Context: an optimization exercise on an open-source flow, tuned for small area and a short achievable clock period. The choices shown serve that exercise and are no tape-out recipe.
At most, simulation tests tie the RTL to the original design; equivalence was not proved.
No functional check of the RTL was part of runs 1 and 2.
Power and IR drop assume default switching activity.

==> flow/design.v <==
module ray_issue_arbiter #(
  parameter int unsigned H_DISP      = 1280,
  parameter int unsigned V_DISP      = 720,
  parameter int unsigned W           = 16,
  parameter int unsigned CNT_W       = 5,
  parameter int unsigned ADDR_W      = 20,
  parameter int unsigned SCALE_SHIFT = 7,
  parameter int unsigned INFL_W      = 12
) (
  input  logic                clk,
  input  logic                rst,
  input  logic                frame_start,
  output logic                frame_busy,
  output logic                frame_done,
  input  logic [3*W-1:0]      cam_pos,
  input  logic [3*W-1:0]      vp_origin,
  input  logic [3*W-1:0]      vp_u,
  input  logic [3*W-1:0]      vp_v,
  input  logic                rec_valid,
  output logic                rec_ready,
  input  logic [3*W-1:0]      rec_pos,
  input  logic [3*W-1:0]      rec_slope,
  input  logic [CNT_W-1:0]    rec_cnt,
  input  logic [ADDR_W-1:0]   rec_addr,
  input  logic                retire,
  output logic                out_valid,
  input  logic                out_ready,
  output logic [3*W-1:0]      out_pos,
  output logic [3*W-1:0]      out_slope,
  output logic [CNT_W-1:0]    out_cnt,
  output logic [ADDR_W-1:0]   out_addr
);
  localparam int unsigned XW = (H_DISP > 1) ? $clog2(H_DISP) : 1;
  localparam int unsigned AW = W + SCALE_SHIFT;    
  localparam int unsigned VW = 3 * W;
  localparam int unsigned V3 = AW - 3;
  localparam int unsigned LAST_ADDR = H_DISP * V_DISP - 1;
  typedef enum logic [1:0] {
    IDLE  = 2'd0,
    SCAN  = 2'd1,
    DRAIN = 2'd2
  } state_t;
  state_t              state_q, state_d;
  logic                done_c;
  logic [2:0]          xb_q;      
  logic [ADDR_W-1:0]   pix_addr_q;
  logic [INFL_W-1:0]   inflight_q;
  logic                infl_full_q, infl_zero_q;    
  logic [VW-1:0]       cam_q;
  logic                first_q, rs_q;    
  logic                load_c, issue_c, start_c, row_end_c, last_px_c, retire_eff_c;
  logic [VW-1:0]       new_slope_c;
  assign load_c       = !out_valid || out_ready;
  assign rec_ready    = load_c;
  assign start_c      = (state_q == IDLE) && frame_start;
  assign issue_c      = load_c && !rec_valid && (state_q == SCAN) && !infl_full_q;
  assign row_end_c    = (&pix_addr_q[7:0]) && (xb_q == 3'd4);
  assign last_px_c    = (pix_addr_q == ADDR_W'(LAST_ADDR));
  assign retire_eff_c = retire && !infl_zero_q;
  for (genvar c = 0; c < 3; c++) begin : g_axis
    logic [W-1:0]  u_q, v_q;
    logic [AW-1:0] acc_q, row_q, op_a, op_b, sum;
    logic [W-1:0]  org_w, uf, vf;
    logic [AW-1:0] init_s, init_c;
    assign org_w = vp_origin[c*W +: W];
    assign uf    = {vp_u[c*W+W-1], ~vp_u[c*W +: W-1]};    
    assign vf    = {~vp_v[c*W+W-1], vp_v[c*W +: W-1]};    
    logic fs1, fc2, fs3, fc4, fs5, fc6, fs7, fc8, fs9, fc10, fs11, fc12, fs13, fc14, fs15, fc16, fs17, fc18, fs19, fc20, hs21, hc22, fs23, fc24, hs25, hc26, fs27, fc28, fs29, fc30, fs31, fc32, hs33, hc34, fs35, fc36, fs37, fc38, fs39, fc40, fs41, fc42, fs43, fc44, fs45, fc46, fs47, fc48, fs49, fc50, fs51, fc52, fs53, fc54, fs55, fc56, fs57, fc58, fs59, fc60, fs61, fc62, fs63, fc64, fs65, fc66, fs67, fc68, fs69, fc70, fs71, fc72, fs73, fc74, fs75, fc76, fs77, fc78, fs79, fc80, fs81, fc82, fs83, fc84, fs85, fc86, fs87, fc88, hs89, hc90, fs91, fc92, fs93, fc94, fs95, fc96, fs97, fc98, fs99, fc100, fs101, fc102, fs103, fc104, fs105, fc106, fs107, fc108, fs109, fc110, fs111, fc112, fs113, fc114, fs115, fc116, fs117, fc118, fs119, fc120, hs121, hc122, fs123, fc124, fs125, fc126, fs127, fc128, fs129, fc130, fs131, fc132, fs133, fc134, fs135, fc136, fs137, fc138, fs139, fc140, fs141, fc142, fs143, fc144, fs145, fc146, fs147, fc148, fs149, fc150, fs151, fc152, fs153, fc154;
    ray_fa u_fs1 (.a(org_w[2]), .b(uf[2]), .c(uf[0]), .s(fs1), .co(fc2));
    ray_fa u_fs3 (.a(org_w[3]), .b(uf[3]), .c(uf[1]), .s(fs3), .co(fc4));
    ray_fa u_fs5 (.a(org_w[4]), .b(uf[4]), .c(uf[2]), .s(fs5), .co(fc6));
    ray_fa u_fs7 (.a(org_w[5]), .b(uf[5]), .c(uf[3]), .s(fs7), .co(fc8));
    ray_fa u_fs9 (.a(org_w[6]), .b(uf[6]), .c(uf[4]), .s(fs9), .co(fc10));
    ray_fa u_fs11 (.a(org_w[7]), .b(uf[7]), .c(uf[5]), .s(fs11), .co(fc12));
    ray_fa u_fs13 (.a(org_w[8]), .b(uf[8]), .c(uf[6]), .s(fs13), .co(fc14));
    ray_fa u_fs15 (.a(org_w[9]), .b(uf[9]), .c(uf[7]), .s(fs15), .co(fc16));
    ray_fa u_fs17 (.a(org_w[10]), .b(uf[10]), .c(uf[8]), .s(fs17), .co(fc18));
    ray_fa u_fs19 (.a(org_w[11]), .b(uf[11]), .c(uf[9]), .s(fs19), .co(fc20));
    assign hs21 = vf[15] ^ vf[13];
    assign hc22 = vf[15] & vf[13];
    ray_fa u_fs23 (.a(org_w[12]), .b(uf[12]), .c(uf[10]), .s(fs23), .co(fc24));
    assign hs25 = vf[14] ^ vf[13];
    assign hc26 = vf[14] & vf[13];
    ray_fa u_fs27 (.a(org_w[13]), .b(uf[13]), .c(uf[11]), .s(fs27), .co(fc28));
    ray_fa u_fs29 (.a(org_w[0]), .b(uf[0]), .c(vf[4]), .s(fs29), .co(fc30));
    ray_fa u_fs31 (.a(org_w[1]), .b(uf[1]), .c(vf[5]), .s(fs31), .co(fc32));
    assign hs33 = vf[3] ^ vf[2];
    assign hc34 = vf[3] & vf[2];
    ray_fa u_fs35 (.a(fs1), .b(vf[6]), .c(vf[4]), .s(fs35), .co(fc36));
    assign fs37 = vf[3] ^ vf[1] ^ 1'b1;
    assign fc38 = (vf[3] & vf[1]) | (vf[3] & 1'b1) | (vf[1] & 1'b1);
    ray_fa u_fs39 (.a(fs3), .b(vf[7]), .c(vf[5]), .s(fs39), .co(fc40));
    ray_fa u_fs41 (.a(vf[4]), .b(vf[2]), .c(fc2), .s(fs41), .co(fc42));
    ray_fa u_fs43 (.a(fs5), .b(vf[8]), .c(vf[6]), .s(fs43), .co(fc44));
    ray_fa u_fs45 (.a(vf[5]), .b(vf[3]), .c(fc4), .s(fs45), .co(fc46));
    ray_fa u_fs47 (.a(fs7), .b(vf[9]), .c(vf[7]), .s(fs47), .co(fc48));
    ray_fa u_fs49 (.a(vf[6]), .b(vf[4]), .c(fc6), .s(fs49), .co(fc50));
    ray_fa u_fs51 (.a(fs9), .b(vf[10]), .c(vf[8]), .s(fs51), .co(fc52));
    ray_fa u_fs53 (.a(vf[7]), .b(vf[5]), .c(fc8), .s(fs53), .co(fc54));
    ray_fa u_fs55 (.a(fs11), .b(vf[11]), .c(vf[9]), .s(fs55), .co(fc56));
    ray_fa u_fs57 (.a(vf[8]), .b(vf[6]), .c(fc10), .s(fs57), .co(fc58));
    ray_fa u_fs59 (.a(fs13), .b(vf[12]), .c(vf[10]), .s(fs59), .co(fc60));
    ray_fa u_fs61 (.a(vf[9]), .b(vf[7]), .c(fc12), .s(fs61), .co(fc62));
    ray_fa u_fs63 (.a(fs15), .b(vf[13]), .c(vf[11]), .s(fs63), .co(fc64));
    ray_fa u_fs65 (.a(vf[10]), .b(vf[8]), .c(fc14), .s(fs65), .co(fc66));
    ray_fa u_fs67 (.a(fs17), .b(vf[14]), .c(vf[12]), .s(fs67), .co(fc68));
    ray_fa u_fs69 (.a(vf[11]), .b(vf[9]), .c(fc16), .s(fs69), .co(fc70));
    ray_fa u_fs71 (.a(fs19), .b(hs21), .c(vf[12]), .s(fs71), .co(fc72));
    assign fs73 = vf[10] ^ 1'b1 ^ fc18;
    assign fc74 = (vf[10] & 1'b1) | (vf[10] & fc18) | (1'b1 & fc18);
    ray_fa u_fs75 (.a(fs23), .b(hs25), .c(vf[11]), .s(fs75), .co(fc76));
    assign fs77 = 1'b1 ^ fc20 ^ hc22;
    assign fc78 = (1'b1 & fc20) | (1'b1 & hc22) | (fc20 & hc22);
    ray_fa u_fs79 (.a(fs27), .b(vf[15]), .c(vf[14]), .s(fs79), .co(fc80));
    ray_fa u_fs81 (.a(vf[12]), .b(fc24), .c(hc26), .s(fs81), .co(fc82));
    ray_fa u_fs83 (.a(org_w[14]), .b(uf[14]), .c(uf[12]), .s(fs83), .co(fc84));
    ray_fa u_fs85 (.a(vf[15]), .b(vf[13]), .c(fc28), .s(fs85), .co(fc86));
    ray_fa u_fs87 (.a(org_w[15]), .b(uf[15]), .c(uf[13]), .s(fs87), .co(fc88));
    assign hs89 = fs29 ^ vf[2];
    assign hc90 = fs29 & vf[2];
    ray_fa u_fs91 (.a(fs31), .b(hs33), .c(vf[0]), .s(fs91), .co(fc92));
    ray_fa u_fs93 (.a(fs35), .b(fs37), .c(fc32), .s(fs93), .co(fc94));
    ray_fa u_fs95 (.a(fs39), .b(fs41), .c(fc36), .s(fs95), .co(fc96));
    ray_fa u_fs97 (.a(fs43), .b(fs45), .c(fc40), .s(fs97), .co(fc98));
    ray_fa u_fs99 (.a(fs47), .b(fs49), .c(fc44), .s(fs99), .co(fc100));
    ray_fa u_fs101 (.a(fs51), .b(fs53), .c(fc48), .s(fs101), .co(fc102));
    ray_fa u_fs103 (.a(fs55), .b(fs57), .c(fc52), .s(fs103), .co(fc104));
    ray_fa u_fs105 (.a(fs59), .b(fs61), .c(fc56), .s(fs105), .co(fc106));
    ray_fa u_fs107 (.a(fs63), .b(fs65), .c(fc60), .s(fs107), .co(fc108));
    ray_fa u_fs109 (.a(fs67), .b(fs69), .c(fc64), .s(fs109), .co(fc110));
    ray_fa u_fs111 (.a(fs71), .b(fs73), .c(fc68), .s(fs111), .co(fc112));
    ray_fa u_fs113 (.a(fs75), .b(fs77), .c(fc72), .s(fs113), .co(fc114));
    ray_fa u_fs115 (.a(fs79), .b(fs81), .c(fc76), .s(fs115), .co(fc116));
    ray_fa u_fs117 (.a(fs83), .b(fs85), .c(fc80), .s(fs117), .co(fc118));
    ray_fa u_fs119 (.a(fs87), .b(vf[14]), .c(fc84), .s(fs119), .co(fc120));
    assign hs121 = vf[3] ^ vf[1];
    assign hc122 = vf[3] & vf[1];
    assign fs123 = hs89 ^ vf[1] ^ 1'b1;
    assign fc124 = (hs89 & vf[1]) | (hs89 & 1'b1) | (vf[1] & 1'b1);
    ray_fa u_fs125 (.a(fs91), .b(fc30), .c(hc90), .s(fs125), .co(fc126));
    ray_fa u_fs127 (.a(fs93), .b(hc34), .c(fc92), .s(fs127), .co(fc128));
    ray_fa u_fs129 (.a(fs95), .b(fc38), .c(fc94), .s(fs129), .co(fc130));
    ray_fa u_fs131 (.a(fs97), .b(fc42), .c(fc96), .s(fs131), .co(fc132));
    ray_fa u_fs133 (.a(fs99), .b(fc46), .c(fc98), .s(fs133), .co(fc134));
    ray_fa u_fs135 (.a(fs101), .b(fc50), .c(fc100), .s(fs135), .co(fc136));
    ray_fa u_fs137 (.a(fs103), .b(fc54), .c(fc102), .s(fs137), .co(fc138));
    ray_fa u_fs139 (.a(fs105), .b(fc58), .c(fc104), .s(fs139), .co(fc140));
    ray_fa u_fs141 (.a(fs107), .b(fc62), .c(fc106), .s(fs141), .co(fc142));
    ray_fa u_fs143 (.a(fs109), .b(fc66), .c(fc108), .s(fs143), .co(fc144));
    ray_fa u_fs145 (.a(fs111), .b(fc70), .c(fc110), .s(fs145), .co(fc146));
    ray_fa u_fs147 (.a(fs113), .b(fc74), .c(fc112), .s(fs147), .co(fc148));
    ray_fa u_fs149 (.a(fs115), .b(fc78), .c(fc114), .s(fs149), .co(fc150));
    ray_fa u_fs151 (.a(fs117), .b(fc82), .c(fc116), .s(fs151), .co(fc152));
    ray_fa u_fs153 (.a(fs119), .b(fc86), .c(fc118), .s(fs153), .co(fc154));
    assign init_s[0] = 1'b0;
    assign init_c[0] = 1'b0;
    assign init_s[1] = 1'b0;
    assign init_c[1] = 1'b0;
    assign init_s[2] = 1'b0;
    assign init_c[2] = 1'b0;
    assign init_s[3] = vf[0];
    assign init_c[3] = 1'b0;
    assign init_s[4] = vf[1];
    assign init_c[4] = 1'b0;
    assign init_s[5] = vf[2];
    assign init_c[5] = vf[0];
    assign init_s[6] = hs121;
    assign init_c[6] = vf[0];
    assign init_s[7] = fs123;
    assign init_c[7] = hc122;
    assign init_s[8] = fs125;
    assign init_c[8] = fc124;
    assign init_s[9] = fs127;
    assign init_c[9] = fc126;
    assign init_s[10] = fs129;
    assign init_c[10] = fc128;
    assign init_s[11] = fs131;
    assign init_c[11] = fc130;
    assign init_s[12] = fs133;
    assign init_c[12] = fc132;
    assign init_s[13] = fs135;
    assign init_c[13] = fc134;
    assign init_s[14] = fs137;
    assign init_c[14] = fc136;
    assign init_s[15] = fs139;
    assign init_c[15] = fc138;
    assign init_s[16] = fs141;
    assign init_c[16] = fc140;
    assign init_s[17] = fs143;
    assign init_c[17] = fc142;
    assign init_s[18] = fs145;
    assign init_c[18] = fc144;
    assign init_s[19] = fs147;
    assign init_c[19] = fc146;
    assign init_s[20] = fs149;
    assign init_c[20] = fc148;
    assign init_s[21] = fs151;
    assign init_c[21] = fc150;
    assign init_s[22] = fs153;
    assign init_c[22] = fc152;
    assign op_a = rs_q ? row_q : acc_q;
    assign op_b = first_q ? row_q : rs_q ? ~(AW'($signed(v_q))) : AW'($signed(u_q));
    assign sum  = op_a + op_b + AW'(rs_q);
    always_ff @(posedge clk) begin
      if (start_c) begin
        u_q   <= vp_u[c*W +: W];
        v_q   <= vp_v[c*W +: W];
        acc_q <= init_s;
        row_q <= init_c;
      end else if (issue_c) begin
        acc_q <= sum;
        if (rs_q || first_q) row_q <= sum;
      end
    end
    assign new_slope_c[c*W +: W] = sum[AW-1 -: W];
  end
  always_ff @(posedge clk) begin
    if (start_c) begin
      first_q <= 1'b1;
      rs_q    <= 1'b0;
    end else if (issue_c) begin
      first_q <= 1'b0;
      rs_q    <= row_end_c;
    end
  end
  always_ff @(posedge clk or negedge rst) begin
    if (!rst) state_q <= IDLE;
    else      state_q <= state_d;
  end
  always_comb begin
    state_d = state_q;
    done_c  = 1'b0;
    case (state_q)
      IDLE:  if (frame_start) state_d = SCAN;
      SCAN:  if (issue_c && last_px_c) state_d = DRAIN;
      DRAIN: begin
        if (infl_zero_q) begin
          state_d = IDLE;
          done_c  = 1'b1;
        end
      end
      default: state_d = IDLE;
    endcase
  end
  always_ff @(posedge clk or negedge rst) begin
    if (!rst) begin
      frame_busy <= 1'b0;
      frame_done <= 1'b0;
    end else begin
      frame_busy <= (state_d != IDLE);
      frame_done <= done_c;
    end
  end
  always_ff @(posedge clk) begin
    if (start_c) cam_q <= cam_pos;
  end
  always_ff @(posedge clk or negedge rst) begin
    if (!rst) begin
      xb_q       <= '0;
      pix_addr_q <= '0;
    end else if (issue_c) begin
      if (last_px_c) begin
        xb_q       <= '0;
        pix_addr_q <= '0;
      end else begin
        if (&pix_addr_q[7:0]) xb_q <= row_end_c ? 3'd0 : xb_q + 3'd1;
        pix_addr_q <= pix_addr_q + ADDR_W'(1);
      end
    end
  end
  always_ff @(posedge clk or negedge rst) begin
    if (!rst) begin
      inflight_q  <= '0;
      infl_full_q <= 1'b0;
      infl_zero_q <= 1'b1;
    end else begin
      case ({issue_c, retire_eff_c})
        2'b10: begin
          inflight_q  <= inflight_q + INFL_W'(1);
          infl_full_q <= (inflight_q == INFL_W'((1 << INFL_W) - 2));
          infl_zero_q <= 1'b0;
        end
        2'b01: begin
          inflight_q  <= inflight_q - INFL_W'(1);
          infl_full_q <= 1'b0;
          infl_zero_q <= (inflight_q == INFL_W'(1));
        end
        default: ;
      endcase
    end
  end
  always_ff @(posedge clk or negedge rst) begin
    if (!rst) begin
      out_valid <= 1'b0;
      out_pos   <= '0;
      out_slope <= '0;
      out_cnt   <= '0;
      out_addr  <= '0;
    end else if (load_c) begin
      if (rec_valid) begin
        out_valid <= 1'b1;
        out_pos   <= rec_pos;
        out_slope <= rec_slope;
        out_cnt   <= rec_cnt;
        out_addr  <= rec_addr;
      end else if (issue_c) begin
        out_valid <= 1'b1;
        out_pos   <= cam_q;
        out_slope <= new_slope_c;
        out_cnt   <= '0;
        out_addr  <= pix_addr_q;
      end else begin
        out_valid <= 1'b0;
      end
    end
  end
endmodule
module ray_fa (
  input  logic a,
  input  logic b,
  input  logic c,
  output logic s,
  output logic co
);
  assign s  = a ^ b ^ c;
  assign co = (a & b) | (a & c) | (b & c);
endmodule
==> flow/flow/run.sh <==
#!/bin/bash
set -euo pipefail
bash standard.sh BUFFER_PORTS_ARGS="-buffer_cell sky130_fd_sc_hd__buf_1" SETUP_SLACK_MARGIN=5.6 CTS_ARGS="-sink_clustering_enable -repair_clock_nets -buf_list sky130_fd_sc_hd__clkbuf_4 -dont_use_dummy_load -sink_clustering_size 10 -sink_clustering_max_diameter 35" finish > flow_make.log 2>&1
==> flow/standard.sh <==
#!/bin/bash
# synth_recipe.tcl (not shown) runs the flow's synth.tcl, then flattens the netlist and writes it again
# the make line also repeats each setting of config.mk as NAME=value (left out here)
make -C /OpenROAD-flow-scripts/flow DESIGN_CONFIG=/design/flow/config.mk WORK_HOME=/design/flow/orfs CLKGATE_MAP_FILE= SYNTH_SCRIPT=/design/flow/synth_recipe.tcl "${@:-finish}"
==> flow/config.mk <==
export PLATFORM = sky130hd
export DESIGN_NAME = ray_issue_arbiter
export DESIGN_NICKNAME = ray_issue_arbiter
export VERILOG_FILES = /design/flow/design.v
export SDC_FILE = /design/flow/constraint.sdc
export NUM_CORES = 4
export LEC_CHECK = 0
export CAP_MARGIN = 20
export CORE_MARGIN = 2
export CORE_UTILIZATION = 40
export CTS_BUF_LIST = sky130_fd_sc_hd__clkbuf_4
export SETUP_SLACK_MARGIN = 5
export SLEW_MARGIN = 20
export SYNTH_HIERARCHICAL = 1
export SYNTH_MINIMUM_KEEP_SIZE = 0
==> flow/constraint.sdc <==
create_clock -name core_clock -period 10.0 [get_ports {clk}]
set_input_delay 2.0000 -clock core_clock [delete_from_list [all_inputs] [get_ports {clk}]]
set_output_delay 2.0000 -clock core_clock [all_outputs]
set_load 0.01 [all_outputs]
==> reports/qor.yml, run 1 <==
global_routing:
  grt_use_met1_pct: 30.90
  first_pass_grt_wire_length_um: 128100
  global_route.peak_usage_layer: "met2"
  gr-usage-met2_pct: 38.89
  number_of_global_route_vias_before_repair: 21970
  grt.total_usage_pct: 23.61
  grt_antenna_before_repair: 10
  grt_remaining_overflow: 0
  grt_start_max_net_pins: 194
  met3_resource_use_gr_pct: 5.286
clocking:
  cts_sinks: 447
  cts_root_buf: "sky130_fd_sc_hd__clkbuf_4"
  cts-buffers-inserted: 99
  tritoncts: "done"
  clock_tree.buffer_depth: 3
  h_tree_levels: 3
  hold_buffers: 0
  clock_edge_transition_at_the_registers_on_the_reported_setup_and_hold_paths_ps: 60
  clk-insertion-delay-late_ps: 910
placement:
  dpl.cell_count: 3698
  place_congestion: 0.9344
  post-dp-hpwl_um: 59590
  place_ws_ps: 4443
  port_buffers: 443
logic_synthesis:
  synth.lib_cells_used.distinct: 78
  synth_adder_area_share_pct: 19.68
  synth_top_family_by_area: "adder cells"
  synth_simple_gate_area_share_pct: 10.25
  netlist_area_um2: 27590
  synth_sequential_area_ratio_pct: 44.75
  synthXorXnorAreaFrac_pct: 2.730
  synthFlopType: "sky130_fd_sc_hd__edfxtp_1"
  synth_mux_area_share_pct: 5.586
  syn_avg_cell_area_um2: 11.10
  cell_types_occupying_the_most_area_after_synthesis: "sky130_fd_sc_hd__edfxtp_1 (28%), sky130_fd_sc_hd__fa_1 (15%), sky130_fd_sc_hd__dfrtp_1 (15%)"
  synth-edff-count: 258
  synthesis.instances: 2487
  ys_seq_elements: 447
  yosysTopAreaCellShare_pct: 28.08
  synthArstFlopShare_pct: 36.47
  fraction_of_the_mapped_netlist_area_in_compound_gates_pct: 13.41
  post-synth-top-area-cell: "sky130_fd_sc_hd__edfxtp_1"
  ys_warn_count: 7
  synthesis.nets: 3114
setup_path:
  setup.worst_path.end_class: "primary output"
  critical_path.cell_chain: "buf_6 -> nor2b_4 -> inv_12 -> buf_6"
  worstRegToRegCells: 12
  critPathRequiredTime_ps: 8000
  critPathArrivalTime_ps: 2520
  crit_path_top_delay_cell: "sky130_fd_sc_hd__nor2b_4"
  criticalPathCategory: "input pin to primary output"
  regToRegSetupSlack_ps: 5860
  endpoint_of_the_most_critical_register_to_register_path: "g_axis[1].acc_q[20]"
  worst_path_most_repeated_cell: "sky130_fd_sc_hd__buf_6"
  worstSetupStartpointType: "input pin"
  worstReg2RegStart: "rs_q"
  slowest_delay_ps: 220
  top_fanout_value_on_the_critical_path: 2
routing:
  post-route-drc-count: 0
  route.vias.total: 21100
  dr.pass1.iters: 5
  dr.first_iter.drc_count: 1650
  routed_wire_length_per_instance_um: 21.91
  detail-route-antenna-nets: 0
  routed_via_density: 5.532
  route.final.wire_length_um: 83580
final_layout:
  instances_no_fill: 3814
  multi_input_comb_area_um2: 14390
  final.fill_count: 6564
  final_nets: 3557
  areaGrowthSynthToFinish_pct: 12.97
  final_layout_size_suffix_gt1_share_pct: 8.470
  finish.utilization_pct: 45.53
  final-seq-area_um2: 12360
sta:
  rsz0062_at_grt: "true"
  worst_slack_ps: 5478
  period_minus_slack_ps: 4522
  tns_ps: 0
  hold_viol_final: 0
  worst_slew_pin_slew_ps: 1054
  final_min_period_over_clock_period_pct: 45.22
  max-slew-margin-rel_pct: 29.71
  max_freq_mhz: 221.1
  report.final.setup_viol: 0
  finClkSkew_ps: 105.1
  maxSlewViolCount: 0
power_and_ir_drop:
  switching_share_pct: 32.90
  power.density_nw_per_um2: 147.0
  p_sw_uw: 1508
  finalPower_uw: 4582
  vdd_drop_max_v: 0.00009415
  comb_power_share_pct: 27.1
  seqPwrFrac_pct: 48.3
  share_clk_of_total_power_pct: 24.5
  power.static_leakage_uw: 0.01224
  internal_power_uw: 3074
floorplanning:
  io_pins: 444
  die_area_um2: 71100
  core_region_area_um2: 68470
  die_y_um: 266.7
  die_w_um: 266.7
  start_util_pct: 40.30
  fp-row-count: 96
flow_run:
  maxCapViolCount: 0
min_path:
  min-delay-start: "g_axis[1].acc_q[1]"
  hold_depth: 2
  worstHoldEndpoint: "g_axis[1].acc_q[1]"
  type_of_the_tightest_min_delay_check: "register to register"
run_status:
  outcome: "finished clean"
-- routing by layer --
metal  vias up  wire [µm]
met5         -         30
met1     10470      34780
li1       9678          -
met4         4       2116
met2       800      40170
met3       151       6480
-- how the worst max path moves through the flow --
stage / start / end / slack [ps]
detailed placement: out_ready / inflight_q[11] / 4440
floorplan: out_ready / inflight_q[11] / 5500
finish: out_ready / rec_ready / 5480
CTS: out_ready / rec_ready / 5500
global placement: out_ready / inflight_q[11] / 4490
global route: out_ready / rec_ready / 5460
-- critical path: cells and delay by family --
family	cells	cell delay [ps]
buf+inv	3	300
simple gates	1	220
-- kinds of logic after synthesis --
group           after synthesis
compound gates              605
mux                         146
xor+xnor                     86
buf+inv                     262
simple gates                633
flops                       447
fa+ha+maj                   308
-- layout make-up --
cell class	instances	share of cell area [%]
Multi-Input combinational cell	1778	46.17
Sequential cell	447	39.63
Timing Repair Buffer	470	6.466
Tap cell	882	3.540
Clock buffer	99	2.384
Inverter	133	1.746
Antenna cell	4	0.03211
Timing Repair inverter	1	0.02810
-- flip-flops by register name (all words and copies together) (netlist names), 2 cells and up --
name,flops
pix_addr_q,20
g_axis.u_q,48
out_cnt,5
cam_q,48
out_addr,20
out_slope,48
g_axis.row_q,69
g_axis.v_q,48
state_q,2
xb_q,3
inflight_q,12
out_pos,48
g_axis.acc_q,69
-- through the flow --
| stage | instance area (µm²) | hold WS (ps) |
|---|---|---|
| 2_1_floorplan | 27730 | 433.5 |
| 3_3_place_gp | 30160 | 443.2 |
| 3_5_place_dp | 30160 | 449.6 |
| 4_1_cts | 31050 | 458.6 |
| 5_1_grt | 31170 | 481.1 |
| 6_report | 31170 | 457.1 |
-- cell usage after synthesis (15+ instances only) --
cell,n
sky130_fd_sc_hd__xnor2_1,52
sky130_fd_sc_hd__o211ai_1,15
sky130_fd_sc_hd__dfrtp_1,162
sky130_fd_sc_hd__edfxtp_1,258
sky130_fd_sc_hd__mux2i_1,82
sky130_fd_sc_hd__dfxtp_1,26
sky130_fd_sc_hd__a22o_1,59
sky130_fd_sc_hd__and3_1,38
sky130_fd_sc_hd__nor3_1,16
sky130_fd_sc_hd__a21oi_1,116
sky130_fd_sc_hd__clkbuf_1,111
sky130_fd_sc_hd__fa_1,210
sky130_fd_sc_hd__inv_1,132
sky130_fd_sc_hd__xor2_1,34
sky130_fd_sc_hd__nand2_1,357
sky130_fd_sc_hd__ha_1,98
sky130_fd_sc_hd__a21o_1,31
sky130_fd_sc_hd__o21ai_0,276
sky130_fd_sc_hd__nand3_1,72
sky130_fd_sc_hd__mux2_2,64
sky130_fd_sc_hd__buf_1,15
sky130_fd_sc_hd__nor2_1,72
-- power by group through the flow --
stage | Combinational, µW | Sequential (µW) | Clock, µW
4_1_cts | 1260 | 2210 | 1170
2_1_floorplan | 794 | 2240 | 0
6_report | 1240 | 2210 | 1120
5_1_grt | 1410 | 2240 | 1250
3_3_place_gp | 1230 | 2240 | 0
3_5_place_dp | 1250 | 2250 | 0
-- timing repair --
action                                  4_1_cts  5_1_grt
endpoints found under the setup margin       89       41
cloned                                        2        1
setup buffers                                 5        5
resized for setup                            15        6
pin swaps                                     0        1
-- Yosys stat by module (local to each module, per instance) --
module             times used  flip-flops and latches
ray_fa                    204                       0
ray_issue_arbiter           1                     447
-- layout by cell type, fill, tap and decap left out, drive strengths merged, types with 98 or more instances in the layout --
cell type  count
a21oi        116
o21ai        278
inv          133
ha            98
fa           210
buf          466
nand2        357
clkbuf       102
edfxtp       258
dfrtp        162
==> inputs of run 2 (changes only) <==
--- a/flow/config.mk
+++ b/flow/config.mk
@@ -8,5 +8,5 @@
 export CAP_MARGIN = 20
 export CORE_MARGIN = 2
-export CORE_UTILIZATION = 40
+export CORE_UTILIZATION = 55
 export CTS_BUF_LIST = sky130_fd_sc_hd__clkbuf_4
 export SETUP_SLACK_MARGIN = 5
==> reports/qor.yml, run 2 <==
final_layout:
  multi_input_comb_area_um2: 14420
  final_layout_size_suffix_gt1_share_pct: 8.385
  final-seq-area_um2: 12360
  reg_top3: "g_axis.acc_q: 69 flops, g_axis.row_q: 69 flops"
  final.fill_count: 4296
  areaGrowthSynthToFinish_pct: 11.98
  layout.cells.most_common: "sky130_fd_sc_hd__buf_1"
  instances_no_fill: 3603
  layout_common_cells: "sky130_fd_sc_hd__buf_1 (439), sky130_fd_sc_hd__nand2_1 (354), sky130_fd_sc_hd__o21ai_0 (275)"
  final_nets: 3551
setup_path:
  regToRegSetupSlack_ps: 5870
  criticalPathCategory: "input pin to primary output"
  top_fanout_value_on_the_critical_path: 2
  critPathArrivalTime_ps: 2550
  worstSetupStartpointType: "input pin"
  worst_path_most_repeated_cell: "sky130_fd_sc_hd__buf_6"
  endpoint_of_the_most_critical_register_to_register_path: "g_axis[2].acc_q[19]"
  timing.critical_path.buf_inv: 4
  worst_setup_path_startpoint: "out_ready"
  cp_top_family: "buffers and inverters"
  critical_path.cell_chain: "buf_6 -> nor2b_4 -> clkinv_4 -> buf_12 -> buf_6"
  setup.worst_path.end_class: "primary output"
  crit_path_top_delay_cell: "sky130_fd_sc_hd__nor2b_4"
  critPathRequiredTime_ps: 8000
  worstRegToRegCells: 12
  slowest_delay_ps: 140
  worstReg2RegStart: "rs_q"
routing:
  met2_layer_wire_length_in_the_routed_design_um: 38590
  top_layer: "met5"
  dr.pass1.iters: 5
  routed_via_density: 5.800
  met3WireLength_um: 6335
  post-route-drc-count: 0
  m1WireLength_um: 31960
  route.vias.total: 20900
  routed_wire_length_per_instance_um: 22.28
  route.final.wire_length_um: 80280
  dr.first_iter.drc_count: 1533
  detail-route-antenna-nets: 0
global_routing:
  grt_start_max_net_pins: 119
  grt_antenna_before_repair: 9
  number_of_global_route_vias_before_repair: 21580
  grt.total_usage_pct: 31.20
  first_pass_grt_wire_length_um: 124700
  grt_remaining_overflow: 0
floorplanning:
  io_pins: 444
  fp-row-count: 82
  die_y_um: 228.0
  start_util_pct: 55.34
  die_area_um2: 51980
  die_w_um: 228.0
  core_region_area_um2: 49860
logic_synthesis:
  yosysTopAreaCellShare_pct: 28.08
  cell_types_occupying_the_most_area_after_synthesis: "sky130_fd_sc_hd__edfxtp_1 (28%), sky130_fd_sc_hd__fa_1 (15%), sky130_fd_sc_hd__dfrtp_1 (15%)"
  ys_seq_elements: 447
  netlist_area_um2: 27590
  synthFlopType: "sky130_fd_sc_hd__edfxtp_1"
  netlist_top_cells_count: "sky130_fd_sc_hd__nand2_1 (357), sky130_fd_sc_hd__o21ai_0 (276), sky130_fd_sc_hd__edfxtp_1 (258)"
  ys_warn_count: 7
  synthesis.nets: 3114
  synth_sequential_area_ratio_pct: 44.75
  synth.lib_cells_used.distinct: 78
  synthArstFlopShare_pct: 36.47
  synth-edff-count: 258
  post-synth-top-area-cell: "sky130_fd_sc_hd__edfxtp_1"
  syn_avg_cell_area_um2: 11.10
  most_numerous_cell_in_the_yosys_netlist: "sky130_fd_sc_hd__nand2_1"
  synthesis.instances: 2487
sta:
  rsz0062_at_grt: "true"
  report.final.setup_viol: 0
  worst_slew_pin_slew_ps: 1138
  final_min_period_over_clock_period_pct: 45.51
  maxSlewViolCount: 0
  max-slew-margin-rel_pct: 24.13
  max_freq_mhz: 219.7
  hold_viol_final: 0
  worst_slack_ps: 5449
  finClkSkew_ps: 149.7
  tns_ps: 0
  period_minus_slack_ps: 4551
  hold_slack_ps: 449.0
flow_run:
  maxCapViolCount: 0
placement:
  place_congestion: 0.8952
  dpl.cell_count: 3492
  place_ws_ps: 4430
  port_buffers: 443
  post-dp-hpwl_um: 58130
min_path:
  worstHoldEndpoint: "out_pos[41]"
  type_of_the_tightest_min_delay_check: "register to register"
  hold_depth: 2
  min-delay-start: "cam_q[41]"
power_and_ir_drop:
  power.static_leakage_uw: 0.01222
  finalPower_uw: 4523
  vdd_drop_max_v: 0.0001144
  power.density_nw_per_um2: 146.4
clocking:
  clk-insertion-delay-late_ps: 920
  cts_root_buf: "sky130_fd_sc_hd__clkbuf_4"
  clock_tree.buffer_depth: 3
  cts-buffers-inserted: 89
  clock_edge_transition_at_the_registers_on_the_reported_setup_and_hold_paths_ps: 100
  cts_sinks: 447
  h_tree_levels: 3
  tritoncts: "done"
run_status:
  outcome: "finished clean"
run 2: cell counts after synthesis:
Identical to the previous run, type by type.
run 2: per-layer routing:
metal	up-vias	GRT usage, %
met2	805	50.54
li1	9661	-
met5	-	0
met4	2	13.52
met3	186	7.925
met1	10240	40.03
run 2: cell type report:
type | instances | share of cell area (%)
multi-input combinational | 1779 | 46.65
inverter | 133 | 1.713
clock buffer | 89 | 2.162
antenna | 9 | 0.07288
sequential | 447 | 39.98
timing repair buffer | 474 | 6.697
tap | 672 | 2.721
run 2: power by group:
part	total [µW]	internal, µW	switching (µW)
registers	2210	2090	119
clock network	1060	402	655
logic	1250	541	712
run 2: timing repair:
item | in CTS | in global routing
endpoints found under the setup margin | 152 | 92
endpoints found under the hold margin | 0 | 0
pin swaps | 1 | 1
hold buffers | 0 | 0
resized for setup | 16 | 21
gates cloned | 1 | 2
buffers inserted | 4 | 5
run 2: cells by family (layout without fill, tap and decap cells):
family	Yosys count	after routing	synth area share, %
flip-flops	447	447	44.75
multiplexers	146	146	5.586
AND/OR/NAND/NOR	633	634	10.25
adder cells (fa/ha/maj)	308	308	19.68
XOR/XNOR	86	86	2.730
AO/OA/AOI/OAI	605	605	13.41
other	0	9	0
buffers and inverters	262	696	3.600
run 2: tightest hold or removal path, cell delays in order (launching register included):
cell and delay (ps):
sky130_fd_sc_hd__edfxtp_1 330, sky130_fd_sc_hd__mux2i_1 60, sky130_fd_sc_hd__o21ai_0 140
run 2: stage by stage:
| step | util [%] | cell area, µm² |
|---|---|---|
| global placement | 59.94 | 29890 |
| CTS | 61.56 | 30690 |
| detailed placement | 59.94 | 29890 |
| finish | 61.97 | 30900 |
| global route | 61.97 | 30900 |
| floorplan | - | 27730 |
run 2: worst max path at each step:
| stage | endpoint | cells after the start |
|---|---|---|
| 2_1_floorplan | inflight_q[11] | 15 |
| 3_3_place_gp | inflight_q[11] | 12 |
| 3_5_place_dp | inflight_q[11] | 12 |
| 4_1_cts | rec_ready | 5 |
| 5_1_grt | rec_ready | 5 |
| 6_report | rec_ready | 5 |
run 2: modules after synthesis (local to each module, per instance):
| module | copies in the design | cells inside |
|---|---|---|
| ray_fa | 204 | 1 |
| ray_issue_arbiter | 1 | 2283 |
==> inputs of run 3 (changes only) <==
--- a/flow/design.v
+++ b/flow/design.v
@@ -49,8 +49,9 @@
   logic [VW-1:0]       cam_q;
   logic                first_q, rs_q;    
+  logic                out_vn_q;          
   logic                load_c, issue_c, start_c, row_end_c, last_px_c, retire_eff_c;
   logic [VW-1:0]       new_slope_c;
-  assign load_c       = !out_valid || out_ready;
-  assign rec_ready    = load_c;
+  assign load_c       = out_vn_q || out_ready;
+  assign rec_ready    = !out_valid || out_ready;
   assign start_c      = (state_q == IDLE) && frame_start;
   assign issue_c      = load_c && !rec_valid && (state_q == SCAN) && !infl_full_q;
@@ -291,4 +292,8 @@
   end
   always_ff @(posedge clk or negedge rst) begin
+    if (!rst)        out_vn_q <= 1'b1;
+    else if (load_c) out_vn_q <= !(rec_valid || issue_c);
+  end
+  always_ff @(posedge clk or negedge rst) begin
     if (!rst) begin
       out_valid <= 1'b0;
==> reports/qor.yml, run 3 <==
run_status:
  outcome: "finished clean"
placement:
  dpl.cell_count: 3441
  place_ws_ps: 4289
  port_buffers: 443
  place_congestion: 0.9005
  post-dp-hpwl_um: 56990
clocking:
  tritoncts: "done"
  clk-insertion-delay-late_ps: 860
  h_tree_levels: 3
  clock_edge_transition_at_the_registers_on_the_reported_setup_and_hold_paths_ps: 60
  cts_root_buf: "sky130_fd_sc_hd__clkbuf_4"
  cts-buffers-inserted: 90
  cts_sinks: 448
  clock_tree.buffer_depth: 3
min_path:
  hold_depth: 2
  type_of_the_tightest_min_delay_check: "register to register"
power_and_ir_drop:
  finalPower_uw: 4527
  power.static_leakage_uw: 0.01215
  power.density_nw_per_um2: 148.1
  vdd_drop_max_v: 0.00009329
logic_synthesis:
  netlist_top_cells_count: "sky130_fd_sc_hd__nand2_1 (349), sky130_fd_sc_hd__edfxtp_1 (258), sky130_fd_sc_hd__o21ai_0 (245)"
  ys_warn_count: 7
  synth-edff-count: 258
  synthFlopType: "sky130_fd_sc_hd__edfxtp_1"
  cell_types_occupying_the_most_area_after_synthesis: "sky130_fd_sc_hd__edfxtp_1 (28%), sky130_fd_sc_hd__fa_1 (15%), sky130_fd_sc_hd__dfrtp_1 (15%)"
  most_numerous_cell_in_the_yosys_netlist: "sky130_fd_sc_hd__nand2_1"
  synthesis.nets: 3063
  synth.lib_cells_used.distinct: 75
  synthesis.instances: 2436
  synthArstFlopShare_pct: 36.61
  yosysTopAreaCellShare_pct: 28.30
  ys_seq_elements: 448
  post-synth-top-area-cell: "sky130_fd_sc_hd__edfxtp_1"
  netlist_area_um2: 27380
  syn_avg_cell_area_um2: 11.24
  synth_sequential_area_ratio_pct: 45.20
final_layout:
  final_layout_size_suffix_gt1_share_pct: 8.458
  final_nets: 3502
  instances_no_fill: 3543
  reg_top3: "g_axis.acc_q: 69 flops, g_axis.row_q: 69 flops"
  layout.cells.most_common: "sky130_fd_sc_hd__buf_1"
  layout_common_cells: "sky130_fd_sc_hd__buf_1 (439), sky130_fd_sc_hd__nand2_1 (346), sky130_fd_sc_hd__edfxtp_1 (258)"
  areaGrowthSynthToFinish_pct: 11.66
floorplanning:
  start_util_pct: 55.81
  io_pins: 444
  die_y_um: 227.1
  die_area_um2: 51570
  die_w_um: 227.1
  core_region_area_um2: 49050
  fp-row-count: 81
global_routing:
  grt_antenna_before_repair: 10
  grt_start_max_net_pins: 204
  grt.total_usage_pct: 30.72
  grt_remaining_overflow: 0
  number_of_global_route_vias_before_repair: 21160
  first_pass_grt_wire_length_um: 120300
routing:
  route.final.wire_length_um: 77470
  routed_via_density: 5.793
  routed_wire_length_per_instance_um: 21.87
  detail-route-antenna-nets: 0
  route.vias.total: 20530
  post-route-drc-count: 0
  dr.pass1.iters: 5
  dr.first_iter.drc_count: 1408
setup_path:
  worstSetupStartpointType: "input pin"
  worstReg2RegStart: "rs_q"
  criticalPathCategory: "input pin to primary output"
  critPathArrivalTime_ps: 2370
  worst_setup_path_startpoint: "out_ready"
  setup.worst_path.end_class: "primary output"
  regToRegSetupSlack_ps: 5810
  endpoint_of_the_most_critical_register_to_register_path: "g_axis[2].acc_q[19]"
  worstRegToRegCells: 13
  setup.worst_path.end: "rec_ready"
  top_fanout_value_on_the_critical_path: 4
  critPathRequiredTime_ps: 8000
sta:
  hold_viol_final: 0
  max_freq_mhz: 228.7
  worst_slew_pin_slew_ps: 1092
  hold_slack_ps: 455.8
  maxSlewViolCount: 0
  rsz0062_at_grt: "true"
  report.final.setup_viol: 0
  finClkSkew_ps: 92.96
  max-slew-margin-rel_pct: 27.17
  period_minus_slack_ps: 4373
  final_min_period_over_clock_period_pct: 43.73
  worst_slack_ps: 5627
  tns_ps: 0
flow_run:
  maxCapViolCount: 0
-- run 3: cell count changes in the layout (fill, tap and decap cells not counted), moves of 7 or more --
cell                       change
sky130_fd_sc_hd__o21bai_1     +10
sky130_fd_sc_hd__buf_4         -9
sky130_fd_sc_hd__a211oi_1      +8
sky130_fd_sc_hd__nand2_1       -8
sky130_fd_sc_hd__inv_1         +9
sky130_fd_sc_hd__fa_1          -7
sky130_fd_sc_hd__nand4_1       +8
sky130_fd_sc_hd__o211ai_1     -11
sky130_fd_sc_hd__nor2_1       +15
sky130_fd_sc_hd__fa_2          +7
sky130_fd_sc_hd__a21oi_1      -25
sky130_fd_sc_hd__o21ai_0      -32
sky130_fd_sc_hd__mux2i_1      +10
sky130_fd_sc_hd__and3_1       -18
-- run 3: worst min path at each step --
stage                            start            endpoint  slack (ps)
global placement    g_axis[1].acc_q[1]  g_axis[1].acc_q[1]         440
CTS                 g_axis[2].acc_q[1]  g_axis[2].acc_q[1]         460
global route        g_axis[2].row_q[1]  g_axis[2].row_q[1]         490
detailed placement  g_axis[1].acc_q[1]  g_axis[1].acc_q[1]         450
finish              g_axis[0].acc_q[1]  g_axis[0].acc_q[1]         460
floorplan           g_axis[0].acc_q[1]  g_axis[0].acc_q[1]         430
-- run 3: power breakdown --
group,leakage (µW),switching [µW],total (µW),internal (µW)
Combinational,0.00710,721,1270,545
Clock,0.000414,646,1050,408
Sequential,0.00463,112,2210,2090
-- run 3: cell families after synthesis --
group           share of synthesized area, %
fa+ha+maj                              19.84
mux                                    5.955
buf+inv                                3.574
simple gates                           10.10
flops                                  45.20
xor+xnor                               2.592
compound gates                         12.74
-- run 3: worst max-delay path, cell delays in order --
cell and delay, ps:
sky130_fd_sc_hd__buf_6 110, sky130_fd_sc_hd__nand2b_1 130, sky130_fd_sc_hd__buf_2 130
-- run 3: stage by stage --
| step | util [%] | cell area (µm²) |
|---|---|---|
| 2_1_floorplan | - | 27450 |
| 3_3_place_gp | 60.54 | 29690 |
| 3_5_place_dp | 60.54 | 29690 |
| 4_1_cts | 62.06 | 30440 |
| 5_1_grt | 62.31 | 30570 |
| 6_report | 62.31 | 30570 |
-- run 3: final cells by class --
class / instances / area (µm²)
tap: 664 / 830.8
sequential: 448 / 12380
fill: 4218 / 18490
inverter: 138 / 543.0
antenna: 6 / 15.01
timing repair buffer: 467 / 1942
clock buffer: 90 / 675.6
multi-input combinational: 1730 / 14180
-- run 3: Yosys stat by module, one instance, submodules excluded --
| module | cells | times used | flip-flops and latches |
|---|---|---|---|
| ray_fa | 1 | 204 | 0 |
| ray_issue_arbiter | 2232 | 1 | 448 |
-- run 3: per-layer routing --
| layer | part of all wire [%] | up-vias | wire, µm | track usage, % |
|---|---|---|---|---|
| li1 | - | 9452 | - | - |
| met3 | 6.6 | 131 | 5150 | 6.273 |
| met5 | 0.017 | - | 13 | 0 |
| met2 | 49 | 714 | 38000 | 50.90 |
| met4 | 2.7 | 2 | 2069 | 9.762 |
| met1 | 42 | 10230 | 32240 | 40.83 |
-- run 3: timing repair --
| item | CTS | global route |
|---|---|---|
| hold buffers | 0 | 0 |
| setup buffers | 2 | 4 |
| setup endpoints to repair | 178 | 57 |
| pin swaps | 0 | 1 |
| resized for setup | 11 | 20 |
==> inputs of run 4 (changes only) <==
--- a/flow/config.mk
+++ b/flow/config.mk
@@ -8,5 +8,5 @@
 export CAP_MARGIN = 20
 export CORE_MARGIN = 2
-export CORE_UTILIZATION = 55
+export CORE_UTILIZATION = 40
 export CTS_BUF_LIST = sky130_fd_sc_hd__clkbuf_4
 export SETUP_SLACK_MARGIN = 5
==> reports/qor.yml, run 4 <==
logic_synthesis:
  syn_avg_cell_area_um2: 11.24
  netlist_area_um2: 27380
  ys_warn_count: 7
  synthFlopType: "sky130_fd_sc_hd__edfxtp_1"
  netlist_top_cells_count: "sky130_fd_sc_hd__nand2_1 (349), sky130_fd_sc_hd__edfxtp_1 (258), sky130_fd_sc_hd__o21ai_0 (245)"
  synth_sequential_area_ratio_pct: 45.20
  synthesis.instances: 2436
  most_numerous_cell_in_the_yosys_netlist: "sky130_fd_sc_hd__nand2_1"
  synthArstFlopShare_pct: 36.61
  synth.lib_cells_used.distinct: 75
  synth-edff-count: 258
  ys_seq_elements: 448
  yosysTopAreaCellShare_pct: 28.30
  synthesis.nets: 3063
  cell_types_occupying_the_most_area_after_synthesis: "sky130_fd_sc_hd__edfxtp_1 (28%), sky130_fd_sc_hd__fa_1 (15%), sky130_fd_sc_hd__dfrtp_1 (15%)"
  post-synth-top-area-cell: "sky130_fd_sc_hd__edfxtp_1"
final_layout:
  layout.cells.most_common: "sky130_fd_sc_hd__buf_1"
  final_layout_size_suffix_gt1_share_pct: 8.516
  layout_common_cells: "sky130_fd_sc_hd__buf_1 (439), sky130_fd_sc_hd__nand2_1 (346), sky130_fd_sc_hd__edfxtp_1 (258)"
  reg_top3: "g_axis.acc_q: 69 flops, g_axis.row_q: 69 flops"
  final.fill_count: 6427
  final_nets: 3506
  areaGrowthSynthToFinish_pct: 12.72
  fin_area_um2: 30860
routing:
  detail-route-antenna-nets: 0
  post-route-drc-count: 0
  route.vias.total: 20650
  dr.first_iter.drc_count: 1618
  routed_wire_length_per_instance_um: 22.00
  dr.pass1.iters: 5
  route.final.wire_length_um: 82580
  routed_via_density: 5.501
global_routing:
  first_pass_grt_wire_length_um: 127800
  number_of_global_route_vias_before_repair: 22010
  grt_antenna_before_repair: 5
  grt_start_max_net_pins: 204
  grt_remaining_overflow: 0
  grt.total_usage_pct: 23.60
sta:
  rsz0062_at_grt: "false"
  period_minus_slack_ps: 4384
  final_min_period_over_clock_period_pct: 43.84
  finClkSkew_ps: 118.0
  max-slew-margin-rel_pct: 28.14
  report.final.setup_viol: 0
  maxSlewViolCount: 0
  worst_slew_pin_slew_ps: 1075
  max_freq_mhz: 228.1
  tns_ps: 0
  hold_viol_final: 0
clocking:
  clock_edge_transition_at_the_registers_on_the_reported_setup_and_hold_paths_ps: 50
  cts_sinks: 448
  h_tree_levels: 3
  cts_root_buf: "sky130_fd_sc_hd__clkbuf_4"
  clk-insertion-delay-late_ps: 870
  tritoncts: "done"
  clock_tree.buffer_depth: 3
  hold_buffers: 0
  cts-buffers-inserted: 95
power_and_ir_drop:
  vdd_drop_max_v: 0.00009623
  power.static_leakage_uw: 0.01217
  power.density_nw_per_um2: 147.3
floorplanning:
  die_y_um: 265.6
  die_area_um2: 70550
  start_util_pct: 40.55
  io_pins: 444
  core_region_area_um2: 67510
  fp-row-count: 95
  die_w_um: 265.6
setup_path:
  crit_path_top_delay_cell: "sky130_fd_sc_hd__buf_4"
  slowest_delay_ps: 130
  critPathArrivalTime_ps: 2380
  critPathRequiredTime_ps: 8000
  criticalPathCategory: "input pin to primary output"
  setup.worst_path.end_class: "primary output"
  critical_path.cell_chain: "buf_4 -> nand2b_4 -> buf_6"
  worstSetupStartpointType: "input pin"
  top_fanout_value_on_the_critical_path: 4
placement:
  place_congestion: 0.8709
  post-dp-hpwl_um: 59710
  port_buffers: 443
  post_detailed_placement_cell_area_um2: 29970
run_status:
  outcome: "finished clean"
flow_run:
  maxCapViolCount: 0
min_path:
  type_of_the_tightest_min_delay_check: "register to register"
run 4: critical path: cells and delay by family:
kind / cells / cell delay [ps]
and+or+nand+nor: 1 / 130
buffers and inverters: 2 / 240
run 4: area by class of cell:
class	instances	area, µm²	share of cell area [%]
inverters	138	541.8	1.756
flip-flops and latches	448	12380	40.13
repair buffers	466	1957	6.342
diodes	4	10.01	0.03244
clock buffers	95	713.2	2.311
multi-input cells	1730	14160	45.89
well taps	873	1092	3.540
run 4: metrics by stage:
step | power (µW) | hold slack [ps] | instances | setup slack, ps | util, %
after floorplan | 3015 | 431.5 | 2436 | 5535 | -
after global placement | 3461 | 441.2 | 3648 | 5044 | 44.38
after detailed placement | 3489 | 447.5 | 3648 | 5009 | 44.38
after CTS | 4600 | 458.2 | 3745 | 5593 | 45.57
after global routing | 4853 | 493.1 | 3751 | 5597 | 45.69
final | 4544 | 452.6 | 3754 | 5616 | 45.70
run 4: per-module statistics from Yosys (local to each module, per instance):
module             cells inside  flip-flops and latches  cell area [µm²]  copies in the design
ray_issue_arbiter          2232                     448            23290                     1
ray_fa                        1                       0            20.02                   204
run 4: report_power, final:
part	switching (µW)	total (µW)	internal, µW
clock network	665	1090	429
logic	710	1240	534
registers	111	2210	2100
total	1490	4540	3060
run 4: logic make-up after synthesis:
| kind of cell | after synthesis | synth area share [%] |
|---|---|---|
| fa+ha+maj | 308 | 19.84 |
| flops | 448 | 45.20 |
| xor+xnor | 81 | 2.592 |
| simple gates | 629 | 10.10 |
| mux | 155 | 5.955 |
| buf+inv | 258 | 3.574 |
| compound gates | 557 | 12.74 |
run 4: worst paths after layout:
check,from,cells after the start,slack (ps),to
worst max-delay path,out_ready,3,5620,rec_ready
worst min-delay path,g_axis[2].acc_q[1],2,450,g_axis[2].acc_q[1]
worst max register to register,rs_q,13,5790,g_axis[0].acc_q[17]
worst min register to register,g_axis[2].acc_q[1],2,450,g_axis[2].acc_q[1]
max in group asynchronous,rst,2,7620,out_slope[18]
min in group asynchronous,rst,1,1040,out_pos[3]
run 4: timing repair:
action                     4_1_cts  5_1_grt
resized for setup                8       11
setup endpoints to repair       65       44
buffers inserted                 1        5
pin swaps                        0        1
gates cloned                     1        0
run 4: per-layer routing:
metal / GRT usage, % / part of all wire (%) / wire (µm)
met5: 0 / 0 / 0
met4: 5.739 / 1.7 / 1396
met3: 5.508 / 8.3 / 6889
met2: 39.61 / 48 / 39790
met1: 30.97 / 42 / 34510
==> inputs of run 5 (changes only) <==
==> flow/flow/run.sh (replaced) <==
#!/bin/bash
set -euo pipefail
bash standard.sh BUFFER_PORTS_ARGS="-buffer_cell sky130_fd_sc_hd__buf_1" SETUP_SLACK_MARGIN=5.5 CTS_ARGS="-sink_clustering_enable -repair_clock_nets -buf_list sky130_fd_sc_hd__clkbuf_4 -dont_use_dummy_load -sink_clustering_size 10 -sink_clustering_max_diameter 35" finish > flow_make.log 2>&1
==> reports/qor.yml, run 5 <==
flow_run:
  maxCapViolCount: 0
routing:
  met2_layer_wire_length_in_the_routed_design_um: 39810
  dr.first_iter.drc_count: 1304
  dr.pass1.iters: 6
  routed_wire_length_per_instance_um: 22.09
  top_layer: "met5"
  detail-route-antenna-nets: 0
  m1WireLength_um: 34190
  route.final.wire_length_um: 83140
  met3WireLength_um: 6350
  post-route-drc-count: 0
  routed_via_density: 5.465
  route.vias.total: 20570
global_routing:
  first_pass_grt_wire_length_um: 128100
  number_of_global_route_vias_before_repair: 21590
  grt_start_max_net_pins: 115
  grt_remaining_overflow: 0
  grt_antenna_before_repair: 8
  grt.total_usage_pct: 23.79
setup_path:
  slowest_delay_ps: 160
  top_fanout_value_on_the_critical_path: 4
  worstSetupStartpointType: "input pin"
  worstReg2RegStart: "rs_q"
  critPathRequiredTime_ps: 8000
  worst_setup_path_startpoint: "out_ready"
  setup.worst_path.end_class: "primary output"
  critical_path.cell_chain: "buf_2 -> nand2b_1 -> buf_1"
  criticalPathCategory: "input pin to primary output"
  crit_path_top_delay_cell: "sky130_fd_sc_hd__buf_2"
  critPathArrivalTime_ps: 2460
power_and_ir_drop:
  power.density_nw_per_um2: 147.6
  finalPower_uw: 4558
  vdd_drop_max_v: 0.00009363
  power.static_leakage_uw: 0.01223
clocking:
  clock_edge_transition_at_the_registers_on_the_reported_setup_and_hold_paths_ps: 80
  cts-buffers-inserted: 96
  cts_root_buf: "sky130_fd_sc_hd__clkbuf_4"
  hold_buffers: 0
  tritoncts: "done"
  cts_sinks: 448
  clock_tree.buffer_depth: 3
  clk-insertion-delay-late_ps: 880
  h_tree_levels: 3
sta:
  period_minus_slack_ps: 4461
  worst_slack_ps: 5539
  report.final.setup_viol: 0
  final_min_period_over_clock_period_pct: 44.61
  tns_ps: 0
  finClkSkew_ps: 143.4
  worst_slew_pin_slew_ps: 1059
  rsz0062_at_grt: "true"
  max-slew-margin-rel_pct: 29.41
  max_freq_mhz: 224.2
  maxSlewViolCount: 0
  hold_viol_final: 0
final_layout:
  layout_common_cells: "sky130_fd_sc_hd__buf_1 (440), sky130_fd_sc_hd__nand2_1 (346), sky130_fd_sc_hd__edfxtp_1 (258)"
  reg_top3: "g_axis.acc_q: 69 flops, g_axis.row_q: 69 flops"
  instances_no_fill: 3764
  multi_input_comb_area_um2: 14120
  final-seq-area_um2: 12380
  finish.utilization_pct: 45.75
  areaGrowthSynthToFinish_pct: 12.82
  final_layout_size_suffix_gt1_share_pct: 8.033
  final.fill_count: 6442
  final_nets: 3517
  layout.cells.most_common: "sky130_fd_sc_hd__buf_1"
placement:
  place_congestion: 0.8709
  place_ws_ps: 4350
  port_buffers: 443
  dpl.cell_count: 3653
  post-dp-hpwl_um: 61170
floorplanning:
  die_w_um: 265.6
  start_util_pct: 40.55
  core_region_area_um2: 67510
  die_area_um2: 70550
  die_y_um: 265.6
  fp-row-count: 95
  io_pins: 444
logic_synthesis:
  syn_avg_cell_area_um2: 11.24
  post-synth-top-area-cell: "sky130_fd_sc_hd__edfxtp_1"
  fraction_of_the_mapped_netlist_area_in_compound_gates_pct: 12.74
  synthArstFlopShare_pct: 36.61
  synth-edff-count: 258
  synthesis.nets: 3063
  cell_types_occupying_the_most_area_after_synthesis: "sky130_fd_sc_hd__edfxtp_1 (28%), sky130_fd_sc_hd__fa_1 (15%), sky130_fd_sc_hd__dfrtp_1 (15%)"
  synth_simple_gate_area_share_pct: 10.10
  synth_mux_area_share_pct: 5.955
  synthFlopType: "sky130_fd_sc_hd__edfxtp_1"
  netlist_area_um2: 27380
  synth_adder_area_share_pct: 19.84
  synthXorXnorAreaFrac_pct: 2.592
  synth_top_family_by_area: "adder cells"
  yosysTopAreaCellShare_pct: 28.30
  netlist_top_cells_count: "sky130_fd_sc_hd__nand2_1 (349), sky130_fd_sc_hd__edfxtp_1 (258), sky130_fd_sc_hd__o21ai_0 (245)"
  synthesis.instances: 2436
  most_numerous_cell_in_the_yosys_netlist: "sky130_fd_sc_hd__nand2_1"
  synth.lib_cells_used.distinct: 75
  ys_warn_count: 7
  ys_seq_elements: 448
  synth_sequential_area_ratio_pct: 45.20
min_path:
  min-delay-start: "state_q[1]"
  type_of_the_tightest_min_delay_check: "register to register"
run_status:
  outcome: "finished clean"
run 5: cell counts after synthesis:
Identical to the previous run, type by type.
run 5: path summary, 6_finish.rpt:
kind / to / slack [ps] / depth (start not counted)
max: rec_ready / 5540 / 3
min: state_q[0] / 450 / 1
max reg2reg: g_axis[1].row_q[20] / 5750 / 16
min reg2reg: state_q[0] / 450 / 1
max in group asynchronous: pix_addr_q[17] / 7190 / 2
min in group asynchronous: out_pos[40] / 1260 / 1
run 5: metal layers:
metal  vias to the layer above  global-route usage, %
met5                         -                      0
li1                       9472                      -
met4                         8                  8.579
met3                       156                  6.323
met2                       751                  39.24
met1                     10180                  30.17
run 5: power breakdown:
part           total [µW]  leakage (µW)  switching [µW]  internal [µW]
combinational        1250       0.00715             716            536
clock                1090      0.000442             662            433
sequential           2210       0.00463             116           2100
total                4560        0.0122            1490           3060
run 5: metrics by stage:
step,instance area [µm²],hold slack [ps]
floorplan,27390,431.5
global placement,29900,441.6
detailed placement,29900,447.5
CTS,30750,456.1
global route,30880,479.3
finish,30880,448.5
run 5: Yosys stat by module (local to each module, per instance):
module / cells / times used
ray_fa: 1 / 204
ray_issue_arbiter: 2232 / 1
run 5: layout make-up:
type	instances	share of cell area [%]
antenna	3	0.02431
clock buffer	96	2.333
inverter	138	1.702
multi-input combinational	1731	45.72
sequential	448	40.09
tap	873	3.537
timing repair buffer	475	6.595
run 5: worst max-delay path: cells and delay by family:
kind | cells | cell delay (ps)
simple gates | 1 | 140
buf+inv | 2 | 320
run 5: timing repair:
action	in CTS	in global routing
endpoints found under the setup margin	123	52
buffers inserted	3	8
gates cloned	1	0
resized for setup	11	9
pin swaps	1	3
run 5: cell families (layout without fill, tap and decap cells):
group / count (synthesis) / after routing
flops: 448 / 448
simple gates: 629 / 630
mux: 155 / 155
xor+xnor: 81 / 81
fa+ha+maj: 308 / 308
compound gates: 557 / 557
buf+inv: 258 / 709
other cells: 0 / 3
==> inputs of run 6 (changes only) <==
==> flow/flow/run.sh (replaced) <==
#!/bin/bash
set -euo pipefail
bash standard.sh BUFFER_PORTS_ARGS="-buffer_cell sky130_fd_sc_hd__buf_1" SETUP_SLACK_MARGIN=5.7 CTS_ARGS="-sink_clustering_enable -repair_clock_nets -buf_list sky130_fd_sc_hd__clkbuf_4 -dont_use_dummy_load -sink_clustering_size 10 -sink_clustering_max_diameter 35" finish > flow_make.log 2>&1
==> reports/qor.yml, run 6 <==
final_layout:
  layout.cells.most_common: "sky130_fd_sc_hd__buf_1"
  layout_common_cells: "sky130_fd_sc_hd__buf_1 (439), sky130_fd_sc_hd__nand2_1 (346), sky130_fd_sc_hd__edfxtp_1 (258)"
  final_layout_size_suffix_gt1_share_pct: 10.56
  fin_area_um2: 31240
  final_nets: 3516
  final.fill_count: 6385
  final-seq-area_um2: 12380
  finish.utilization_pct: 46.26
  multi_input_comb_area_um2: 14260
  areaGrowthSynthToFinish_pct: 14.10
  reg_top3: "g_axis.acc_q: 69 flops, g_axis.row_q: 69 flops"
sta:
  worst_slack_ps: 5660
  worst_slew_pin_slew_ps: 1124
  finClkSkew_ps: 101.5
  hold_viol_final: 0
  hold_slack_ps: 455.5
  maxSlewViolCount: 0
  report.final.setup_viol: 0
  final_min_period_over_clock_period_pct: 43.40
  max_freq_mhz: 230.4
  max-slew-margin-rel_pct: 24.76
  tns_ps: 0
  rsz0062_at_grt: "true"
  period_minus_slack_ps: 4340
run_status:
  outcome: "finished clean"
logic_synthesis:
  ys_seq_elements: 448
  ys_warn_count: 7
  synth-edff-count: 258
  synthesis.nets: 3063
  synth_sequential_area_ratio_pct: 45.20
  netlist_area_um2: 27380
  netlist_top_cells_count: "sky130_fd_sc_hd__nand2_1 (349), sky130_fd_sc_hd__edfxtp_1 (258), sky130_fd_sc_hd__o21ai_0 (245)"
  synthFlopType: "sky130_fd_sc_hd__edfxtp_1"
  yosysTopAreaCellShare_pct: 28.30
  post-synth-top-area-cell: "sky130_fd_sc_hd__edfxtp_1"
  synthArstFlopShare_pct: 36.61
  cell_types_occupying_the_most_area_after_synthesis: "sky130_fd_sc_hd__edfxtp_1 (28%), sky130_fd_sc_hd__fa_1 (15%), sky130_fd_sc_hd__dfrtp_1 (15%)"
  synthesis.instances: 2436
  syn_avg_cell_area_um2: 11.24
  most_numerous_cell_in_the_yosys_netlist: "sky130_fd_sc_hd__nand2_1"
  synth.lib_cells_used.distinct: 75
power_and_ir_drop:
  power.density_nw_per_um2: 146.5
  vdd_drop_max_v: 0.00009693
  power.static_leakage_uw: 0.01223
global_routing:
  first_pass_grt_wire_length_um: 127800
  grt_start_max_net_pins: 165
  grt_remaining_overflow: 0
  grt.total_usage_pct: 23.61
  grt_antenna_before_repair: 5
  number_of_global_route_vias_before_repair: 21870
clocking:
  clock_tree.buffer_depth: 3
  hold_buffers: 0
  h_tree_levels: 3
  cts-buffers-inserted: 99
  cts_sinks: 448
  clk-insertion-delay-late_ps: 870
  tritoncts: "done"
  clock_edge_transition_at_the_registers_on_the_reported_setup_and_hold_paths_ps: 50
  cts_root_buf: "sky130_fd_sc_hd__clkbuf_4"
placement:
  port_buffers: 443
  place_congestion: 0.9047
  post-dp-hpwl_um: 60520
  place_ws_ps: 4450
  post_detailed_placement_cell_area_um2: 30200
floorplanning:
  die_area_um2: 70550
  start_util_pct: 40.55
  fp-row-count: 95
  die_y_um: 265.6
  die_w_um: 265.6
  core_region_area_um2: 67510
  io_pins: 444
routing:
  post-route-drc-count: 0
  detail-route-antenna-nets: 0
  dr.first_iter.drc_count: 1585
  dr.pass1.iters: 5
  routed_wire_length_per_instance_um: 22.11
  route.vias.total: 20500
  route.final.wire_length_um: 83230
  routed_via_density: 5.446
setup_path:
  critPathArrivalTime_ps: 2340
  worstReg2RegStart: "rs_q"
  top_fanout_value_on_the_critical_path: 2
  endpoint_of_the_most_critical_register_to_register_path: "g_axis[0].row_q[16]"
  regToRegSetupSlack_ps: 5900
  criticalPathCategory: "input pin to primary output"
  worstRegToRegCells: 16
  critPathRequiredTime_ps: 8000
  setup.worst_path.end_class: "primary output"
  worstSetupStartpointType: "input pin"
min_path:
  worstHoldEndpoint: "g_axis[0].acc_q[1]"
  type_of_the_tightest_min_delay_check: "register to register"
  min-delay-start: "g_axis[0].acc_q[1]"
  hold_depth: 2
flow_run:
  maxCapViolCount: 0
-- run 6: how the worst max path moves through the flow --
| stage | start | end | cells past startpoint |
|---|---|---|---|
| 6_report | out_ready | rec_ready | 3 |
| 3_3_place_gp | rec_valid | inflight_q[9] | 12 |
| 4_1_cts | out_ready | rec_ready | 3 |
| 2_1_floorplan | vp_u[3] | g_axis[0].acc_q[10] | 6 |
| 3_5_place_dp | rec_valid | inflight_q[9] | 12 |
| 5_1_grt | rec_valid | inflight_q[11] | 12 |
-- run 6: critical path: stages --
cell,delay [ps]
sky130_fd_sc_hd__buf_12,100
sky130_fd_sc_hd__nand2b_4,120
sky130_fd_sc_hd__buf_6,120
-- run 6: layer usage --
| layer | up-vias | wire [µm] | share of wire [%] | GRT usage (%) |
|---|---|---|---|---|
| met5 | - | 23 | 0.028 | 0 |
| met3 | 124 | 5850 | 7.0 | 5.101 |
| met4 | 2 | 2070 | 2.5 | 7.349 |
| met1 | 10170 | 35260 | 42 | 30.81 |
| met2 | 724 | 40030 | 48 | 39.40 |
| li1 | 9475 | - | - | - |
-- run 6: area by class of cell --
type / instances / area share, %
diodes: 4 / 0.03205
clock buffers: 99 / 2.379
inverters: 138 / 2.339
multi-input cells: 1731 / 45.65
flip-flops and latches: 448 / 39.64
well taps: 873 / 3.497
repair buffers: 471 / 6.465
-- run 6: Yosys stat by module, one instance, submodules excluded --
module | flops+latches | times used | cell area, µm²
ray_fa | 0 | 204 | 20.02
ray_issue_arbiter | 448 | 1 | 23290
-- run 6: per-stage QoR --
stage / total power (µW) / instances
final: 4577 / 3764
after global routing: 4879 / 3762
after detailed placement: 3504 / 3650
after global placement: 3478 / 3650
after CTS: 4642 / 3756
after floorplan: 3020 / 2436
-- run 6: cells by family (layout without fill, tap and decap cells) --
| logic type | count (synthesis) | after routing | synth area share, % |
|---|---|---|---|
| flip-flops | 448 | 448 | 45.20 |
| buffers and inverters | 258 | 708 | 3.574 |
| other | 0 | 4 | 0 |
| AO/OA/AOI/OAI | 557 | 557 | 12.74 |
| adder cells (fa/ha/maj) | 308 | 308 | 19.84 |
| XOR/XNOR | 81 | 81 | 2.592 |
| multiplexers | 155 | 155 | 5.955 |
| AND/OR/NAND/NOR | 629 | 630 | 10.10 |
-- run 6: where the power goes --
part | switching (µW) | internal (µW)
registers | 121 | 2100
logic | 705 | 543
clock network | 667 | 446
-- run 6: timing repair --
item                                   in CTS  in global routing
endpoints found under the hold margin       0                  0
cloned                                      0                  2
resized for setup                          24                 10
setup endpoints to repair                 141                 43
setup buffers                               7                  2
pin swaps                                   0                  2

## afterwards: timing with drivers on the ports
The flow's constraints put no driver on any port. The routed layouts listed below were extracted and timed again, unchanged, in two steps.
Step 1: set_driving_cell puts a clkbuf_16 on clk and a buf_2 on each other input, an assumption about the parent block.
Step 2, shift: input delay + t, output delay - t, t = (earliest + latest rising clock arrival at the registers) / 2. This alone moves slack from input paths to output paths.
Slacks: no drivers / after step 1 / after step 2; pairs: no drivers / after step 1.
run | shift t [ns] | slack for setup (ns) | worst hold slack (ns) | clock arrival spread, ns | pins driven straight from the clock port
run 1 | 0.919 | 5.478 / 5.443 / 4.665 | 0.457 / 0.457 / 0.457 | 0.137 / 0.136 | 1
run 2 | 0.903 | 5.449 / 5.401 / 4.750 | 0.449 / 0.449 / 0.449 | 0.158 / 0.158 | 1
run 3 | 0.876 | 5.627 / 5.564 / 4.833 | 0.456 / 0.456 / 0.456 | 0.099 / 0.098 | 1
run 4 | 0.883 | 5.616 / 5.593 / 4.932 | 0.453 / 0.453 / 0.453 | 0.133 / 0.133 | 1
run 5 | 0.879 | 5.539 / 5.517 / 4.765 | 0.449 / 0.449 / 0.449 | 0.153 / 0.153 | 1
run 6 | 0.887 | 5.660 / 5.613 / 4.861 | 0.455 / 0.455 / 0.455 | 0.115 / 0.115 | 1
After both steps every run listed still meets setup and hold. For run 1, which loses most, drivers alone change the setup slack by -0.035 ns; drivers and shift together by -0.813 ns.
